Context: an optimization exercise on an open-source flow, tuned for small area, a short achievable clock period and few clock cycles per item. The choices shown serve that exercise and are no tape-out recipe.
The RTL was checked by simulation tests, not by an equivalence proof against the original design.

==> inputs of willow <==
==> flow/design.v (excerpt) <==
module radial_vignette_pixel_top
(
	input  wire logic              clk,
	input  wire logic              arst_n,
	input  wire logic              s_tvalid,
	output logic                   s_tready,
	input  wire logic [47:0]       s_tdata,
	output logic                   m_tvalid,
	input  wire logic              m_tready,
	output logic [23:0]            m_tdata,
	input  wire logic              cfg_we,
	input  wire logic [1:0]        cfg_index,
	input  wire logic [CFG_W-1:0]  cfg_data
);
Settings: LEC_CHECK=0, CAP_MARGIN=20, CORE_MARGIN=2, CORE_UTILIZATION=40, SLEW_MARGIN=20; clock period 10.0 ns.
run.sh (not shown) runs the stock make flow with config.mk's settings and CLKGATE_MAP_FILE= SYNTH_SCRIPT=/design/flow/synth_recipe.tcl, a recipe that flattens the netlist after the stock synthesis.
==> sierra (differences from willow) <==
--- a/flow/design.v
+++ b/flow/design.v
@@ -748,32 +748,32 @@
 	logic        vl;           
 	logic [23:0] res_c;        
 	logic        push, pop;
 	logic [1:0]  oc_nx;
 	assign m_tvalid = (oc != 2'd0);
 	assign m_tdata  = ob0;
-	assign s_tready = en && !den_pend && !tok0;
+	logic rdy_q;
+	assign s_tready = rdy_q;
 	assign push  = en && vl;
 	assign pop   = m_tvalid && m_tready;
 	assign oc_nx = oc + {1'b0, push} - {1'b0, pop};
 	always_ff @(posedge clk or negedge arst_n) begin
 		if (!arst_n) begin
-			oc <= 2'd0;
-			en <= 1'b1;
+			oc    <= 2'd0;
+			en    <= 1'b1;
+			rdy_q <= 1'b1;
 		end else begin
-			oc <= oc_nx;
-			en <= (oc_nx != 2'd2);
+			oc    <= oc_nx;
+			en    <= (oc_nx != 2'd2);
+			rdy_q <= (oc_nx != 2'd2) && !(cfg_we && !cfg_index[1]) && !(en ? den_pend : (den_pend || tok0));
 		end
 	end
 	always_ff @(posedge clk) begin
-		if (pop) begin
+		if (pop || (push && oc == 2'd0))
 			ob0 <= (oc == 2'd2) ? ob1 : res_c;
-		end else if (push && oc == 2'd0) begin
-			ob0 <= res_c;
-		end
-		if (push && ((oc == 2'd1 && !pop) || (oc == 2'd2)))
+		if (push && oc == 2'd1)
 			ob1 <= res_c;
 	end
 	logic        v   [NP];
 	logic [23:0] rgb [NP];
 	always_ff @(posedge clk or negedge arst_n) begin
 		if (!arst_n) begin
Settings changed: ABC_AREA set to 1.
==> onyx (differences from willow) <==
--- a/flow/design.v
+++ b/flow/design.v
@@ -680,13 +680,13 @@
 	input  wire logic              m_tready,
 	output logic [23:0]            m_tdata,
 	input  wire logic              cfg_we,
 	input  wire logic [1:0]        cfg_index,
 	input  wire logic [CFG_W-1:0]  cfg_data
 );
-	localparam int NP = 35;    
+	localparam int NP = 32;    
 	logic [DIM_W-1:0] width_q, height_q;
 	logic [FX_W-1:0]  radius_q, strength_q;
 	logic             den_pend;
 	logic             tok0, tok1, tok2;
 	logic [26:0]      num_c;
 	logic             en;
@@ -748,32 +748,32 @@
 	logic        vl;           
 	logic [23:0] res_c;        
 	logic        push, pop;
 	logic [1:0]  oc_nx;
 	assign m_tvalid = (oc != 2'd0);
 	assign m_tdata  = ob0;
-	assign s_tready = en && !den_pend && !tok0;
+	logic rdy_q;
+	assign s_tready = rdy_q;
 	assign push  = en && vl;
 	assign pop   = m_tvalid && m_tready;
 	assign oc_nx = oc + {1'b0, push} - {1'b0, pop};
 	always_ff @(posedge clk or negedge arst_n) begin
 		if (!arst_n) begin
-			oc <= 2'd0;
-			en <= 1'b1;
+			oc    <= 2'd0;
+			en    <= 1'b1;
+			rdy_q <= 1'b1;
 		end else begin
-			oc <= oc_nx;
-			en <= (oc_nx != 2'd2);
+			oc    <= oc_nx;
+			en    <= (oc_nx != 2'd2);
+			rdy_q <= (oc_nx != 2'd2) && !(cfg_we && !cfg_index[1]) && !(en ? den_pend : (den_pend || tok0));
 		end
 	end
 	always_ff @(posedge clk) begin
-		if (pop) begin
+		if (pop || (push && oc == 2'd0))
 			ob0 <= (oc == 2'd2) ? ob1 : res_c;
-		end else if (push && oc == 2'd0) begin
-			ob0 <= res_c;
-		end
-		if (push && ((oc == 2'd1 && !pop) || (oc == 2'd2)))
+		if (push && oc == 2'd1)
 			ob1 <= res_c;
 	end
 	logic        v   [NP];
 	logic [23:0] rgb [NP];
 	always_ff @(posedge clk or negedge arst_n) begin
 		if (!arst_n) begin
@@ -867,62 +867,85 @@
 			if (en) begin
 				r_q <= r_o;
 				q_q <= q_o;
 			end
 		end
 	end
-	for (genvar j = 1; j <= 17; j++) begin : g_sq
+	for (genvar j = 1; j <= 9; j++) begin : g_sq
 		logic [j-1:0] rem_i, root_i;
 		logic [j:0]   rem_c, rem_r;
 		logic [j-1:0] root_c, root_r;
 		logic [1:0]   pr;
 		if (j == 1) begin : g_f
 			assign rem_i  = '0;
 			assign root_i = '0;
 		end else begin : g_n
 			assign rem_i  = g_sq[j-1].rem_r;
 			assign root_i = {1'b0, g_sq[j-1].root_r};
 		end
-		if (j <= 9) begin : g_p
-			assign pr = sat[3+j] ? 2'b11 : g_rd[j].q_q;
-		end else begin : g_z
-			assign pr = 2'b00;
-		end
+		assign pr = sat[3+j] ? 2'b11 : g_rd[j].q_q;
 		rvp_sqrt_pipe #(.J(j)) u_dig (
 			.rem(rem_i), .root(root_i), .pr(pr),
 			.rem_o(rem_c), .root_o(root_c)
 		);
-		if (j < 17) begin : g_reg
-			always_ff @(posedge clk) begin
-				if (en) begin
-					rem_r  <= rem_c;
-					root_r <= root_c;
+		always_ff @(posedge clk) begin
+			if (en) begin
+				rem_r  <= rem_c;
+				root_r <= root_c;
+			end
+		end
+	end
+	for (genvar m = 1; m <= 4; m++) begin : g_s4
+		localparam int RB = 7 + 2 * m;       
+		logic [RB-1:0] rt_i;
+		logic [RB:0]   rm_i;
+		logic [RB+2:0] rm_r;
+		logic [RB+1:0] rt_r;
+		logic [RB+5:0] x, t1, t2, t3;
+		if (m == 1) begin : g_f
+			assign rt_i = g_sq[9].root_r;
+			assign rm_i = g_sq[9].rem_r;
+		end else begin : g_n
+			assign rt_i = g_s4[m-1].rt_r;
+			assign rm_i = g_s4[m-1].rm_r;
+		end
+		assign x  = {1'b0, rm_i, 4'b0000};
+		assign t1 = x - ((RB+6)'(rt_i) << 3) - (RB+6)'(1);
+		assign t2 = x - ((RB+6)'(rt_i) << 4) - (RB+6)'(4);
+		assign t3 = x - ((RB+6)'(rt_i) << 4) - ((RB+6)'(rt_i) << 3) - (RB+6)'(9);
+		always_ff @(posedge clk) begin
+			if (en) begin
+				if (!t3[RB+5]) begin
+					rm_r <= t3[RB+2:0];
+					rt_r <= {rt_i, 2'd3};
+				end else if (!t2[RB+5]) begin
+					rm_r <= t2[RB+2:0];
+					rt_r <= {rt_i, 2'd2};
+				end else if (!t1[RB+5]) begin
+					rm_r <= t1[RB+2:0];
+					rt_r <= {rt_i, 2'd1};
+				end else begin
+					rm_r <= x[RB+2:0];
+					rt_r <= {rt_i, 2'd0};
 				end
 			end
-		end else begin : g_nreg
-			assign rem_r  = rem_c;
-			assign root_r = root_c;
 		end
 	end
-	logic [15:0] rt16;
-	logic        qb17;
-	assign rt16 = g_sq[16].root_r;
-	assign qb17 = g_sq[17].root_c[0];
-	logic [17:0] dm0, dm1, dm;
-	assign dm0 = {1'b0, rt16, 1'b0} - {1'b0, radius_q};
-	assign dm1 = {1'b0, rt16, 1'b1} - {1'b0, radius_q};
-	assign dm  = qb17 ? dm1 : dm0;
+	logic [16:0] dd;
+	assign dd = g_s4[4].rt_r;
+	logic [17:0] dm;
+	assign dm = {1'b0, dd} - {1'b0, radius_q};
 	logic [15:0] fr21;
-	logic        act [21:33];
-	logic        tsat[21:33];
+	logic        act [18:30];
+	logic        tsat[18:30];
 	always_ff @(posedge clk) begin
 		if (en) begin
 			fr21     <= dm[15:0];
-			act[21]  <= !dm[17] && (dm[16:0] != 17'd0) && !den_zero && !r_big;
-			tsat[21] <= rt16[15];
-			for (int i = 22; i <= 33; i++) begin
+			act[18]  <= !dm[17] && (dm[16:0] != 17'd0) && !den_zero && !r_big;
+			tsat[18] <= dd[16];
+			for (int i = 19; i <= 30; i++) begin
 				act[i]  <= act[i-1];
 				tsat[i] <= tsat[i-1];
 			end
 		end
 	end
 	for (genvar i = 1; i <= 8; i++) begin : g_fd
@@ -985,29 +1008,29 @@
 		end
 	end
 	logic [31:0] stsum;
 	logic [16:0] st;
 	assign stsum = sts32 + stc32;
 	always_comb begin
-		if (tsat[32])      st = s_eff;
+		if (tsat[29])      st = s_eff;
 		else if (s_one)    st = {1'b0, t2_32};
 		else               st = {1'b0, stsum[31:16]};
 	end
 	logic [16:0] ff33;
 	logic [9:0]  c3_33 [3];
 	always_ff @(posedge clk) begin
 		if (en) begin
-			ff33 <= act[32] ? (17'h10000 - st) : 17'h10000;
+			ff33 <= act[29] ? (17'h10000 - st) : 17'h10000;
 			for (int ch = 0; ch < 3; ch++)
-				c3_33[ch] <= 10'(rgb[32][8*ch+7 -: 8]) + 10'({rgb[32][8*ch+7 -: 8], 1'b0});
+				c3_33[ch] <= 10'(rgb[29][8*ch+7 -: 8]) + 10'({rgb[29][8*ch+7 -: 8], 1'b0});
 		end
 	end
 	logic [23:0] ps_c [3], pc_c [3], ps34 [3], pc34 [3];
 	logic        f16_34;
 	for (genvar ch = 0; ch < 3; ch++) begin : g_ch
-		rvp_csa_mch u_m (.f(ff33[15:0]), .c1(rgb[33][8*ch+7:8*ch]), .c3(c3_33[ch]), .s(ps_c[ch]), .c(pc_c[ch]));
+		rvp_csa_mch u_m (.f(ff33[15:0]), .c1(rgb[30][8*ch+7:8*ch]), .c3(c3_33[ch]), .s(ps_c[ch]), .c(pc_c[ch]));
 		always_ff @(posedge clk) begin
 			if (en) begin
 				ps34[ch] <= ps_c[ch];
 				pc34[ch] <= pc_c[ch];
 			end
 		end
==> flow/flow/run.sh (new file) <==
#!/bin/bash
set -euo pipefail
echo "export SETUP_SLACK_MARGIN = 6.5" >> config.mk
bash standard.sh > standard.log 2>&1
==> flow/standard.sh (new file) <==
#!/bin/bash
# synth_recipe.tcl (not shown) runs the flow's synth.tcl, then flattens the netlist and writes it again
# the make line also repeats each setting of config.mk as NAME=value (left out here)
make -C /OpenROAD-flow-scripts/flow DESIGN_CONFIG=/design/flow/config.mk WORK_HOME=/design/flow/orfs CLKGATE_MAP_FILE= SYNTH_SCRIPT=/design/flow/synth_recipe.tcl "${@:-finish}"
Settings changed: ABC_AREA set to 1, CORE_UTILIZATION 40 to 55, SETUP_SLACK_MARGIN set to 6.5.
removed: flow/run.sh
==> qor summary <==
item	sierra	onyx	willow
Launch instance of the worst register-to-register path	den_a[5]$_DFFE_PN0P_	g_fd[8].t_q[7]$_DFFE_PP_	fd_a[1]$_DFF_P_
Diodes inserted	10	6	35
Filler instances	40550	25942	37649
Final WL	528100 um	522500 um	392900 um
Seq/total area	36.60%	33.63%	37.85%
Signal buffers	247	745	262
Portion of synthesized cell area occupied by the leading cell type	36.72%	34.48%	38.15%
Arr. time, crit path	5.33 ns	4.34 ns	6.24 ns
FF+latch count, synth	2329	2164	2328
Detail-routed via count per cell	5.479	5.876	5.415
Clock Buffer Count	364	301	363
Synthesized cell area	0.1689 mm^2	0.1658 mm^2	0.1625 mm^2
Met2 track demand over resource	37.87%	52.71%	31.85%
Row count	238	201	234
Initial standard-cell utilization of the core	40.19%	55.29%	40.08%
Result of the run	no timing/DRC/antenna violations	no timing/DRC/antenna violations	no timing/DRC/antenna violations
Average wire per cell in the routed design	21.40 um	22.12 um	19.08 um
Signal inverters	2389	2466	1102
Worst clock skew	0.04050 ns	0.09453 ns	0.04471 ns
Worst R2R End	g_rd[1].r_q[14]$_DFFE_PP_	t2s30[21]$_DFFE_PP_	g_fd[6].r_q[9]$_DFFE_PP_
Synthesized netlist net count	21033	21275	17162
Hold_ws	0.3482 ns	0.3467 ns	0.3485 ns
Met3 demand-to-capacity share in global routing	3.388%	4.307%	2.068%
Testbench counts of willow, summed over its fixed seeds: cycles 17,536, items 16,384.
Testbench counts of sierra, summed over its fixed seeds: cycles 17,536, items 16,384.
Testbench counts of onyx, summed over its fixed seeds: cycles 17,440, items 16,384.

## separate check: timing with driven ports
No port has a modelled driver above. Below, the same layouts with a new extraction and two added sets of constraints. Step 1 (the two cells are an assumption about what drives the block):
set clk [get_ports {clk}]
set_driving_cell -lib_cell sky130_fd_sc_hd__clkbuf_16 $clk
set_driving_cell -lib_cell sky130_fd_sc_hd__buf_2 [delete_from_list [all_inputs] $clk]
Step 2 adds t to the input delays and takes it off the output delays; t is the mean of the earliest and latest rising clock arrival at the registers after step 1. Input paths then give back, and output paths get back, about the clock's delay inside the block. Slacks: ideal / step 1 / step 2; pairs: ideal / step 1.
| run | t (ns) | setup WS [ns] | hold WS [ns] |
|---|---|---|---|
| willow | 1.007 | 4.400 / 4.400 / 4.400 | 0.349 / 0.349 / 0.349 |
| sierra | 1.027 | 5.444 / 5.444 / 5.444 | 0.348 / 0.348 / 0.348 |
| onyx | 1.040 | 6.297 / 6.197 / 5.758 | 0.347 / 0.347 / 0.347 |
After both steps every run listed still meets setup and hold. For onyx, which loses most, drivers alone change the setup slack by -0.100 ns; drivers and shift together by -0.539 ns.
